What follows belongs to an exercise in optimizing a design on an open flow for small area; a production flow would make more cautious choices.
Only simulation tests tie the RTL to the original design; equivalence was not proved.

==> flow/design.v (excerpt) <==
module key_expansion_ctrl #(
    parameter int KEY_W      = 128,
    parameter int NUM_ROUNDS = 10
) (
    input  logic             clk,
    input  logic             n_rst,
    input  logic             start,
    input  logic [KEY_W-1:0] key_in,
    output logic             busy,
    output logic             done,
    input  logic [3:0]       rd_addr,
    output logic [KEY_W-1:0] rd_key
);
Size in the first run: ~3300 cells after synthesis, ~270 I/O pins.
Settings: LEC_CHECK=0, CAP_MARGIN=10, CORE_MARGIN=2, CORE_UTILIZATION=70, GPL_TIMING_DRIVEN=0, SLEW_MARGIN=10; clock period 10.0 ns.
standard.sh (not shown) runs the stock make flow with config.mk's settings and CLKGATE_MAP_FILE= SYNTH_SCRIPT=/design/flow/synth_recipe.tcl, a recipe that flattens the netlist after the stock synthesis.
==> flow/flow/run.sh <==
#!/bin/bash
# Own layout flow: the standard layout (standard.sh), with these changes:
#  - synthesis maps the logic with an area-oriented ABC script (synth_area.tcl, area.abc);
#    registers are untouched, so their names and cells are the standard synthesis's;
#  - port buffers use the smallest buffer cell;
#  - clock tree synthesis uses smaller clock buffers and no dummy loads.
# make's full output goes to make_flow.log here; ORFS keeps each step's log under orfs/logs.
set -euo pipefail
here=$(pwd)
export FLOW_ABC_SCRIPT=$here/flow/area.abc
export FLOW_STD_SYNTH=$here/synth_recipe.tcl
sed "s#SYNTH_SCRIPT=[^ ]*#SYNTH_SCRIPT=$here/flow/synth_area.tcl#" standard.sh > own_standard.sh
grep -q "SYNTH_SCRIPT=$here/flow/synth_area.tcl" own_standard.sh
bash own_standard.sh \
  "BUFFER_PORTS_ARGS=-buffer_cell sky130_fd_sc_hd__buf_1" \
  "CTS_ARGS=-sink_clustering_enable -repair_clock_nets -dont_use_dummy_load -buf_list sky130_fd_sc_hd__clkbuf_8 -sink_clustering_size 16 -sink_clustering_max_diameter 40" \
  finish > make_flow.log 2>&1
==> flow/flow/area.abc <==
&get -n
&st
&dch
&nf -R 1000
&put
==> flow/flow/synth_area.tcl <==
# Synthesis as synth_recipe.tcl (the standard synthesis), with one change: ABC maps the
# combinational logic for area (area.abc) instead of with ORFS's delay-oriented script.
# Registers are not touched by abc, so their names and cells stay those of the standard run.
proc abc {args} {
  set i [lsearch -exact $args -script]
  if { $i >= 0 } {
    lset args [expr { $i + 1 }] $::env(FLOW_ABC_SCRIPT)
  }
  yosys abc {*}$args
}
source $::env(FLOW_STD_SYNTH)
The first run went through all stages and came out clean.
Then changed:
--- a/flow/flow/run.sh
+++ b/flow/flow/run.sh
@@ -14,4 +14,4 @@
 bash own_standard.sh \
   "BUFFER_PORTS_ARGS=-buffer_cell sky130_fd_sc_hd__buf_1" \
-  "CTS_ARGS=-sink_clustering_enable -repair_clock_nets -dont_use_dummy_load -buf_list sky130_fd_sc_hd__clkbuf_8 -sink_clustering_size 16 -sink_clustering_max_diameter 40" \
+  "CTS_ARGS=-sink_clustering_enable -repair_clock_nets -dont_use_dummy_load -buf_list sky130_fd_sc_hd__clkbuf_4 -sink_clustering_size 10 -sink_clustering_max_diameter 30" \
   finish > make_flow.log 2>&1
==> flow/flow/area.abc (replaced) <==
&get -n
&st
&dch
&nf -R 1000 -E 100 -p -C 32 -F 8 -A 4
&put
Settings changed: CORE_UTILIZATION 70 to 60.
Synthesized area decreases slightly; maximum frequency went down by roughly a tenth; clock-buffer cell count rose by 59; die area rose by about a fifth; routed wire length drops by a few percent.
Then changed:
==> flow/flow/area.abc (replaced) <==
&get -n
&st
&dch
&nf -R 1000
&put
Settings changed: CORE_UTILIZATION 60 to 70.
=> The new run produced a clean layout; cell area goes up by 0.42%; clock skew goes down by 0.043 ns; global-route usage goes up by 6.5 points; non-clock buffer count goes down by 5.
Then changed:
==> flow/flow/area.abc (replaced) <==
&get -n
&st
&dch
&nf -R 1000 -E 100 -p -C 32 -F 8 -A 4
&put
=> Final area went down slightly. Routed wire length is lower by a few percent. First-iteration DRC count fell by a little under a tenth. Via count shrinks by a little under a tenth. Non-clock buffer count shrinks by 2. Area after synthesis drops slightly. Sequential cell count is unchanged. Synthesized cell count goes down by roughly a tenth.

[afterwards: timing with drivers on the ports]
The results above use ideal ports. As a check the final layouts listed here were re-extracted and re-timed, cells and wires unchanged. Step 1 assumes that a clkbuf_16 drives the clock port and a buf_2 every other input. Step 2 adds t to the input delays and takes it off the output delays; t is the mean of the earliest and latest rising clock arrival at the registers after step 1. Input paths then give back, and output paths get back, about the clock's delay inside the block. Slacks: ideal / step 1 / step 2; pairs: ideal / step 1.
run | t, ns | slack for setup (ns) | latest minus earliest clock arrival (ns) | pins driven straight from the clock port
the first run | 0.740 | 3.209 / 3.209 / 2.692 | 0.079 / 0.080 | 1
the second run | 1.019 | 2.492 / 2.502 / 1.483 | 0.124 / 0.124 | 1
the third run | 1.027 | 3.205 / 3.205 / 2.685 | 0.099 / 0.099 | 1
the fourth run | 1.020 | 2.434 / 2.460 / 1.440 | 0.102 / 0.102 | 1
After both steps every run listed still meets setup and hold. The setup slack of the second run, which loses most, moves by +0.010 ns with the drivers and by -1.009 ns with both steps.
